Background: an optimization exercise with open tools, aiming at small area. Do not read the settings as production practice.
In this exercise RTL edits were held to simulation tests only and were not proved equivalent to the original.
Power and IR drop assume default switching activity. The clock port is modelled as an ideal driver; clocking choices that lean on that would not hold on a real chip.

## flow/design.v

```verilog
package uart_pkg;
  localparam int UART_DATA_BITS  = 8;
  localparam int UART_FRAME_BITS = 10;   
endpackage
module uart_tx_port
#(
  parameter int depth = 16
) (
  input  logic       clk,
  input  logic       reset,
  input  logic [7:0] data,
  input  logic       we,
  input  logic       bit_cke,
  output logic       tx,
  output logic       full,
  output logic       busy,
  output logic       overflow
);
  localparam int AW = $clog2(depth);
  logic [7:0]  slot [depth+1];
  logic [AW:0] count;
  logic        empty;
  logic        push;
  logic        pop;
  logic [3:0]  ph;
  logic        at_end;    
  logic [7:0]  cur;
  assign at_end = ~ph[3] & ~ph[2];
  assign empty  = (count == '0);
  assign full   = count[AW];
  assign pop    = bit_cke & at_end & ~empty;
  assign push   = we & (~full | pop);
  assign busy   = ~(at_end & ph[0]) | ~empty;
  assign cur    = slot[count];
  assign tx     = ph[3] ? cur[ph[2:0]] : ~ph[2];
  logic          up;
  logic          dn;
  logic [AW:0]   cnt_flip;
  assign up = push & ~pop;
  assign dn = pop & ~push;
  always_comb begin
    logic ones, zeros;
    ones  = 1'b1;
    zeros = 1'b1;
    for (int k = 0; k <= AW; k++) begin
      cnt_flip[k] = (up & ones) | (dn & zeros);
      ones  = ones & count[k];
      zeros = zeros & ~count[k];
    end
  end
  logic [3:0] ph_nxt;
  always_comb begin
    if (at_end) begin
      ph_nxt = empty ? 4'b0001 : 4'b0111;
    end else begin
      ph_nxt[0] = ~ph[0];
      ph_nxt[1] = ph[1] ^ ph[0];
      ph_nxt[2] = ph[2] ^ (ph[1] & ph[0]);
      ph_nxt[3] = ph[3] ^ (ph[2] & ph[1] & ph[0]);
    end
  end
  always_ff @(posedge clk) begin
    if (push) begin
      slot[0] <= data;
      for (int k = 1; k <= depth; k++) begin
        slot[k] <= slot[k-1];
      end
    end
  end
  always_ff @(posedge clk or posedge reset) begin
    if (reset) begin
      count    <= '0;
      overflow <= 1'b0;
      ph       <= 4'b0001;
    end else begin
      count <= count ^ cnt_flip;
      if (we && !push) begin
        overflow <= 1'b1;
      end
      if (bit_cke) begin
        ph <= ph_nxt;
      end
    end
  end
endmodule
module uart_tx_bank
#(
  parameter int n     = 8,
  parameter int depth = 16
) (
  input  logic         clk,
  input  logic         reset,
  input  logic [7:0]   data,
  input  logic [n-1:0] cke,
  input  logic         bit_cke,
  output logic [n-1:0] tx,
  output logic [n-1:0] full,
  output logic [n-1:0] busy,
  output logic [n-1:0] overflow
);
  for (genvar i = 0; i < n; i++) begin : g_port
    uart_tx_port #(
      .depth(depth)
    ) u_port (
      .clk     (clk),
      .reset   (reset),
      .data    (data),
      .we      (cke[i]),
      .bit_cke (bit_cke),
      .tx      (tx[i]),
      .full    (full[i]),
      .busy    (busy[i]),
      .overflow(overflow[i])
    );
  end
endmodule
```

## flow/flow/run.sh

```bash
#!/bin/bash
# Own layout flow: the standard flow (standard.sh), with three changes.
#  1. Synthesis is the standard synthesis script unchanged, except that
#     ABC maps the logic with an area-oriented script (area.abc) instead of
#     ORFS's delay-oriented one. Registers are mapped by dfflibmap before ABC
#     runs, so their names and cells are those of the standard synthesis.
#  2. Port buffers are the smallest buffer (buf_1); repair_design resizes
#     any that must drive more.
#  3. Clock tree synthesis uses larger sink clusters and
#     no dummy loads.
# make's full output goes to flow.log in the work folder; ORFS writes each
# step's own log under orfs/logs/.
set -euo pipefail
W=$PWD
F=$W/flow

cat > $W/area_synth.tcl <<EOT
# Swap ABC's script for the area-oriented one wherever synthesis sets it.
set ::my_area_abc {$F/area.abc}
proc ::my_area_abc_fix {args} {
  set i [lsearch -exact \$::abc_args -script]
  if { \$i >= 0 && [lindex \$::abc_args [expr {\$i + 1}]] ne \$::my_area_abc } {
    set ::abc_args [lreplace \$::abc_args [expr {\$i + 1}] [expr {\$i + 1}] \$::my_area_abc]
  }
}
trace add variable ::abc_args write ::my_area_abc_fix
source {$W/synth_recipe.tcl}
EOT

CTS="-sink_clustering_enable -repair_clock_nets -dont_use_dummy_load"
CTS="$CTS -buf_list {sky130_fd_sc_hd__clkbuf_16}"
CTS="$CTS -sink_clustering_size 30 -sink_clustering_max_diameter 80"
bash standard.sh SYNTH_SCRIPT=$W/area_synth.tcl "CTS_ARGS=$CTS" \
  "BUFFER_PORTS_ARGS=-buffer_cell sky130_fd_sc_hd__buf_1" finish > $W/flow.log 2>&1
```

## flow/flow/area.abc

```
&get -n
&st
&syn2
&dch -f
&nf -a -p -C 32 -F 8 -A 6 -R 1000 -E 10
&st
&syn2
&dch -f
&nf -a -p -C 32 -F 8 -A 6 -R 1000 -E 10
&put
```

## flow/standard.sh

```bash
#!/bin/bash
# synth_recipe.tcl (not shown) runs the flow's synth.tcl, then flattens the netlist and writes it again
# the make line also repeats each setting of config.mk as NAME=value (left out here)
make -C /OpenROAD-flow-scripts/flow DESIGN_CONFIG=/design/flow/config.mk WORK_HOME=/design/flow/orfs CLKGATE_MAP_FILE= SYNTH_SCRIPT=/design/flow/synth_recipe.tcl "${@:-finish}"
```

## flow/config.mk

```make
export PLATFORM = sky130hd
export DESIGN_NAME = uart_tx_bank
export DESIGN_NICKNAME = uart_tx_bank
export VERILOG_FILES = /design/flow/design.v
export SDC_FILE = /design/flow/constraint.sdc
export NUM_CORES = 4
export LEC_CHECK = 0
export CAP_MARGIN = 20
export CORE_MARGIN = 2
export CORE_UTILIZATION = 72
export SLEW_MARGIN = 20
```

## flow/constraint.sdc

```tcl
create_clock -name core_clock -period 10.0 [get_ports {clk}]
set_input_delay 2.0000 -clock core_clock [delete_from_list [all_inputs] [get_ports {clk}]]
set_output_delay 2.0000 -clock core_clock [all_outputs]
set_load 0.01 [all_outputs]
```

==> results.cfg, run 1 <==
[critical_path]
crit_fanout = 12
crit_type = flop to primary output
cp_top_family = simple AND/OR/NAND/NOR gates
crit_arrival_ns = 4.08
timing.rr.end = g_port[6].u_port.slot[16][0]
crit_path_end_kind = primary output
reg2reg_depth = 6
cp.required_ns = 8.00
crit_buf_inv = 1
cpPeakStageDelay_ns = 0.86
cpMostUsedCell = nor2_1
r2r-start = g_port[6].u_port.ph[2]
slowest_stage = nor4_1
ff2ff_setup_slack_ns = 6.62
critPathLaunch = g_port[5].u_port.count[1]
worst_setup_path_start_kind = flop
crit_chain = nor4_1 -> xor2_1 -> a221oi_1 -> nand4_1 -> o22ai_1 -> nor2_1 -> o311ai_0 -> a31oi_1 -> nor2_1 -> o21ai_0 -> buf_1

[min_path]
whs_endpoint = g_port[1].u_port.slot[13][0]
whs_path_depth = 0
min_from = g_port[1].u_port.slot[12][0]
min_path_type = flop to flop

[power]
pwr-share-comb = 0.238
pwr-share-seq = 0.601
switching_power_uw = 4409
p_per_area_nw_per_um2 = 292.3
p_clk_frac = 0.161
leakage_uw = 0.01457
p_int_uw = 8937
peakVddDrop_uv = 186.4
switching_share = 0.3304

[cts]
hold_buffers = 0
clk_pin_slew_ns = 0.11
cts_buffers = 45
cts_root_buf = clkbuf_16
post_cts_buffers = 0
postCtsResizedCells = 0
h-tree-depth = 2
cts.path.max_buffers = 3
clock_sinks = 1168
clkLatencyLatePin_ns = 0.63
cts_tree = yes

[yosys]
synth_edf_count = 1088
synth_common_cells = edfxtp_1 (1,088), a222oi_1 (210), nor2_1 (149), nand2_1 (123), a22oi_1 (86)
netlist_instances = 2394
syn_nets = 2437
netlist_area_sq_um = 43240
ys_ff_latch = 1168
yosysTopAreaCell = edfxtp_1
yosys_warnings = 2
synth_most_common_cell = edfxtp_1
ys_types = 46
synth-main-ff-cell = edfxtp_1
synth_top_area_share = 0.7556
ys_async_sr_fraction = 0.06849
netlist_top_cells_area = edfxtp_1 (76%), a222oi_1 (4.9%), dfrtp_1 (4.2%)
avgSynthCellArea_sq_um = 18.06
ys_seq_area_frac = 0.8021

[timing]
finalSetupTns_ns = 0
max_freq_ghz = 0.1645
hold_violations = 0
finalSetupViolCount = 0
tightestPinTransition_ns = 1.149
min_period_ns = 6.081
slew_headroom = 0.2311
rsz0062_at_grt = false
fin_skew_ns = 0.02839
drv_slew = 0
fin_crit_sh = 0.6081
fin_ws_ns = 3.919

[final_layout]
area_delta_synth_final_pct = 5.608
multi_input_area_sq_um = 8252
regArea_sq_um = 34680
fin_nets = 2545
drive_above_1_share = 0.04520
stdcell_count = 3275
n_fill_cell = 3270

[drt]
post_drt_wl_per_cell_um = 29.39
ant_nets = 0
finalWirelength_um = 96260
vias = 24900
drc = 0
dr.pass1.iters = 9
vias_per_cell = 7.603
first_iter_violations = 5321

[global_routing]
grt-ovfl-total = 0
antenna_found_initial = 1
grt_max_degree = 102
grt_pass1_vias = 23927
grt_pass1_wl_um = 144500
track_usage = 0.3082

[floorplanning]
pin_count = 51
die_x_um = 249.1
core_sq_um = 59240
start_util = 0.7299
die_h_um = 249.1
rows = 89
dieArea_sq_um = 62030

[place]
gp_congestion = 0.8601
port_buffers = 50
place_ws_ns = 4.380
dpl.hpwl_um = 58720
dp.cells = 3228

[status]
status = timing/DRC/antenna clean

[flow_run]
drv_cap = 0
cell usage in the layout, fill, tap and decap left out, types with 6 or more instances in the layout:
cell,count
o21ai_0,45
nand3_1,49
a21oi_1,16
nand3b_1,11
or3b_1,9
inv_4,9
a221oi_1,77
nor3_1,27
o22ai_1,28
ha_1,24
o221ai_1,29
a22o_1,21
and2_0,6
nor4_1,8
xnor2_1,50
a22oi_1,86
nand4_1,58
and4_1,9
dfrtp_1,72
o211ai_1,7
nand2b_1,22
a222oi_1,210
or3_1,11
clkbuf_16,45
mux2i_1,8
clkinv_1,14
xor2_1,21
nand2_1,123
nor2_1,149
a31o_1,8
buf_4,40
dfstp_2,8
edfxtp_1,1088
buf_1,48
a31oi_1,18
power groups by stage:
| stage | combinational [uW] | clock [uW] | sequential [uW] |
|---|---|---|---|
| 3_3_place_gp | 3000 | 0 | 8000 |
| 4_1_cts | 3120 | 2180 | 7990 |
| 5_1_grt | 3430 | 2330 | 8150 |
| 2_1_floorplan | 2210 | 0 | 7810 |
| 3_5_place_dp | 3110 | 0 | 8070 |
| 6_report | 3180 | 2150 | 8020 |
metrics by stage:
| step | area, sq um | util | hold WS (ns) | power (uW) |
|---|---|---|---|---|
| after detailed placement | 44520 | 0.7515 | 0.4327 | 11180 |
| after global placement | 44520 | 0.7515 | 0.4274 | 11000 |
| after CTS | 45640 | 0.7705 | 0.4354 | 13290 |
| after floorplan | 43240 | - | 0.4208 | 10020 |
| after global routing | 45660 | 0.7708 | 0.4441 | 13910 |
| final | 45670 | 0.7708 | 0.4355 | 13350 |
cell families after synthesis:
logic type	share of synthesized area
AO/OA/AOI/OAI	0.1098
XOR/XNOR	0.01438
adder cells (fa/ha/maj)	0.006944
buffers and inverters	0.007552
flip-flops	0.8021
multiplexers	0.002894
AND/OR/NAND/NOR	0.05640
area by class of cell:
type / instances / share of cell area
Antenna cell: 2 / 0.0001096
Tap cell: 773 / 0.02118
Multi-Input combinational cell: 1171 / 0.1807
Sequential cell: 1168 / 0.7595
Inverter: 23 / 0.002384
Clock buffer: 45 / 0.02466
Timing Repair Buffer: 93 / 0.01148
routing by layer:
layer / wire (um) / track usage
met5: 13 / 0
met4: 3080 / 0.1105
met3: 12960 / 0.07022
met2: 43600 / 0.4573
met1: 36600 / 0.4623
worst max-delay path by stage:
stage | to | slack [ns] | cells past startpoint
final | tx[5] | 3.92 | 11
after global placement | g_port[5].u_port.slot[7][2] | 4.56 | 7
after CTS | tx[4] | 3.79 | 9
after floorplan | g_port[5].u_port.count[4] | 3.16 | 8
after detailed placement | g_port[5].u_port.slot[6][2] | 4.38 | 7
after global routing | tx[6] | 3.58 | 11
worst register-to-register path: cells and delay by family (launching register included):
family          cells  cell delay [ns]
compound gates      1             0.40
buf+inv             2             1.41
flops               1             0.48
simple gates        3             0.68
sequential cells by signal, summed over array words and instances (netlist names):
name / cells
g_port.u_port.ph: 32
g_port.u_port.overflow: 8
g_port.u_port.count: 40
g_port.u_port.slot: 1088
==> run 2: changes to the inputs <==
--- a/flow/config.mk
+++ b/flow/config.mk
@@ -8,4 +8,4 @@
 export CAP_MARGIN = 20
 export CORE_MARGIN = 2
-export CORE_UTILIZATION = 72
+export CORE_UTILIZATION = 58
 export SLEW_MARGIN = 20
==> results.cfg, run 2 <==
[timing]
rsz0062_at_grt = false
finalSetupViolCount = 0
hold_violations = 0
max_freq_ghz = 0.1635
min_period_ns = 6.115
tightestPinTransition_ns = 1.201
fin_crit_sh = 0.6115
drv_slew = 0
finalSetupTns_ns = 0
fin_skew_ns = 0.04682
slew_headroom = 0.1966

[drt]
first_iter_violations = 3972
ant_nets = 0
dr.pass1.iters = 10
vias_per_cell = 7.074
drc = 0
post_drt_wl_per_cell_um = 28.86
vias = 24554
finalWirelength_um = 100200

[yosys]
ys_types = 46
synth-main-ff-cell = edfxtp_1
yosys_warnings = 2
avgSynthCellArea_sq_um = 18.06
synth_most_common_cell = edfxtp_1
ys_async_sr_fraction = 0.06849
syn_nets = 2437
netlist_instances = 2394
synth_top_area_share = 0.7556
yosysTopAreaCell = edfxtp_1
netlist_area_sq_um = 43240
synth_edf_count = 1088
ys_seq_area_frac = 0.8021
netlist_top_cells_area = edfxtp_1 (76%), a222oi_1 (4.9%), dfrtp_1 (4.2%)
ys_ff_latch = 1168
synth_common_cells = edfxtp_1 (1,088), a222oi_1 (210), nor2_1 (149), nand2_1 (123), a22oi_1 (86)

[cts]
clock_sinks = 1168
cts_buffers = 48
clkLatencyLatePin_ns = 0.64
post_cts_buffers = 0
cts.path.max_buffers = 3
cts_root_buf = clkbuf_16
clk_pin_slew_ns = 0.10
hold_buffers = 0
postCtsResizedCells = 0
cts_tree = yes
h-tree-depth = 2

[critical_path]
cpMostUsedCell = nor2_1
cp_top_family = simple AND/OR/NAND/NOR gates
cp.required_ns = 8.00
cpPeakStageDelay_ns = 0.87
crit_fanout = 11
crit_arrival_ns = 4.11
crit_type = flop to primary output
crit_path_end_kind = primary output
worst_setup_path_start_kind = flop
slowest_stage = nor4_1
crit_chain = nor4_1 -> and2_0 -> a22o_1 -> a221oi_1 -> nand4_1 -> o22ai_1 -> nor2_1 -> o311ai_0 -> a31oi_1 -> nor2_1 -> o21ai_0 -> buf_1
crit_buf_inv = 1
ff2ff_setup_slack_ns = 6.65

[global_routing]
track_usage = 0.2563
grt_pass1_vias = 23475
antenna_found_initial = 4
grt-ovfl-total = 0
grt_pass1_wl_um = 149100
grt_max_degree = 88

[status]
status = timing/DRC/antenna clean

[floorplanning]
rows = 100
die_h_um = 277.0
die_x_um = 277.0
dieArea_sq_um = 76750
pin_count = 51
core_sq_um = 74070
start_util = 0.5838

[power]
pwr-share-seq = 0.599
switching_share = 0.3300
p_int_uw = 8982
switching_power_uw = 4425
peakVddDrop_uv = 221.4
p_clk_frac = 0.165
pwr-share-comb = 0.236
leakage_uw = 0.01459
p_per_area_nw_per_um2 = 291.6

[final_layout]
stdcell_count = 3471
largest-register = g_port.u_port.slot
largest_register_ffs = 1088
drive_above_1_share = 0.04642
final_common_cell = edfxtp_1
fin_nets = 2544
largestRegisters = g_port.u_port.slot x1088, g_port.u_port.count x40, g_port.u_port.ph x32
final_cell_mix = edfxtp_1 (1,088), a222oi_1 (210), nor2_1 (149)
n_fill_cell = 5360
area_delta_synth_final_pct = 6.311

[place]
port_buffers = 50
gp_congestion = 0.8485
dpl.hpwl_um = 60760
dp.cells = 3420

[flow_run]
drv_cap = 0

[min_path]
min_path_type = flop to flop
==> run 2: changes by cell type in the layout (fill, tap and decap cells not counted) <==
cell	before	now
xnor2_1	50	49
buf_6	3	0
buf_2	0	1
diode_2	2	3
nor3_1	27	24
buf_4	40	39
clkbuf_16	45	48
xnor2_2	0	1
nor3_2	4	7
clkbuf_2	2	1
==> run 2: worst paths after layout <==
| kind | startpoint | end | cells after the start |
|---|---|---|---|
| min in group asynchronous | reset | g_port[6].u_port.count[3] | 2 |
| hold reg to reg | g_port[6].u_port.slot[3][5] | g_port[6].u_port.slot[4][5] | 0 |
| setup / recovery | g_port[5].u_port.count[3] | tx[5] | 12 |
| max in group asynchronous | reset | g_port[2].u_port.count[1] | 3 |
| setup reg to reg | g_port[5].u_port.ph[2] | g_port[5].u_port.slot[11][2] | 6 |
| hold / removal | g_port[6].u_port.slot[3][5] | g_port[6].u_port.slot[4][5] | 0 |
==> run 2: per-layer routing <==
| layer | track usage | wire length, um |
|---|---|---|
| met3 | 0.06353 | 11260 |
| met1 | 0.3841 | 41290 |
| met5 | 0.003752 | 0 |
| met4 | 0.07790 | 2563 |
| met2 | 0.3759 | 45060 |
==> run 2: worst register-to-register path: cells and delay by family, from the launching register on <==
| kind | cells | cell delay [ns] |
|---|---|---|
| compound gates | 1 | 0.41 |
| buf+inv | 2 | 1.41 |
| flops | 1 | 0.46 |
| simple gates | 3 | 0.64 |
==> run 2: area by class of cell <==
cell class	count	area, sq um	area share
repair buffers	89	483.0	0.01051
diodes	3	7.507	0.0001633
well taps	969	1212	0.02637
multi-input cells	1171	8274	0.1800
inverters	23	108.9	0.002368
clock buffers	48	1201	0.02613
flip-flops and latches	1168	34680	0.7545
==> run 2: kinds of logic (layout without fill, tap and decap cells) <==
| kind of cell | count (synthesis) | count (layout) | share of synthesized area |
|---|---|---|---|
| DFF | 1168 | 1168 | 0.8021 |
| AOI/OAI and AO/OA | 564 | 564 | 0.1098 |
| and+or+nand+nor | 502 | 502 | 0.05640 |
| xor gates and xnor gates | 71 | 71 | 0.01438 |
| buffers and inverters | 55 | 160 | 0.007552 |
| adders and majority gates | 24 | 24 | 0.006944 |
| muxes | 10 | 10 | 0.002894 |
| other | 0 | 3 | 0 |
==> run 2: per-stage QoR <==
step / worst slack, ns / utilization / area [sq um] / hold slack (ns) / total power, uW
final: 3.885 / 0.6206 / 45970 / 0.4345 / 13410
after global routing: 3.610 / 0.6206 / 45970 / 0.4551 / 14040
after CTS: 3.901 / 0.6204 / 45960 / 0.4324 / 13430
after detailed placement: 4.528 / 0.6042 / 44750 / 0.4310 / 11210
after global placement: 4.635 / 0.6042 / 44750 / 0.4269 / 11120
after floorplan: 3.159 / - / 43240 / 0.4208 / 10020
==> run 2: power groups by stage <==
| stage | Clock (uW) | Combinational (uW) | Sequential, uW |
|---|---|---|---|
| final | 2220 | 3160 | 8030 |
| after global routing | 2440 | 3410 | 8180 |
| after CTS | 2300 | 3120 | 8020 |
| after detailed placement | 0 | 3110 | 8100 |
| after global placement | 0 | 3060 | 8070 |
| after floorplan | 0 | 2210 | 7810 |

-- re-timing with driven ports --
The flow's constraints put no driver on any port. The routed layouts listed below were extracted and timed again, unchanged, in two steps. Step 1 assumes that a clkbuf_16 drives the clock port and a buf_2 every other input. Step 2 also shifts input and output timing later by t, the mid clock arrival at the registers, as if the neighbouring blocks saw the same clock. Slacks: ideal ports / drivers / drivers and shift; pairs: ideal ports / drivers.
run	shift t [ns]	setup WS [ns]	latest minus earliest clock arrival (ns)
run 1	0.684	3.919 / 3.855 / 4.325	0.031 / 0.030
run 2	0.679	3.885 / 3.821 / 4.500	0.050 / 0.050
After both steps setup and hold are still met in every run listed.
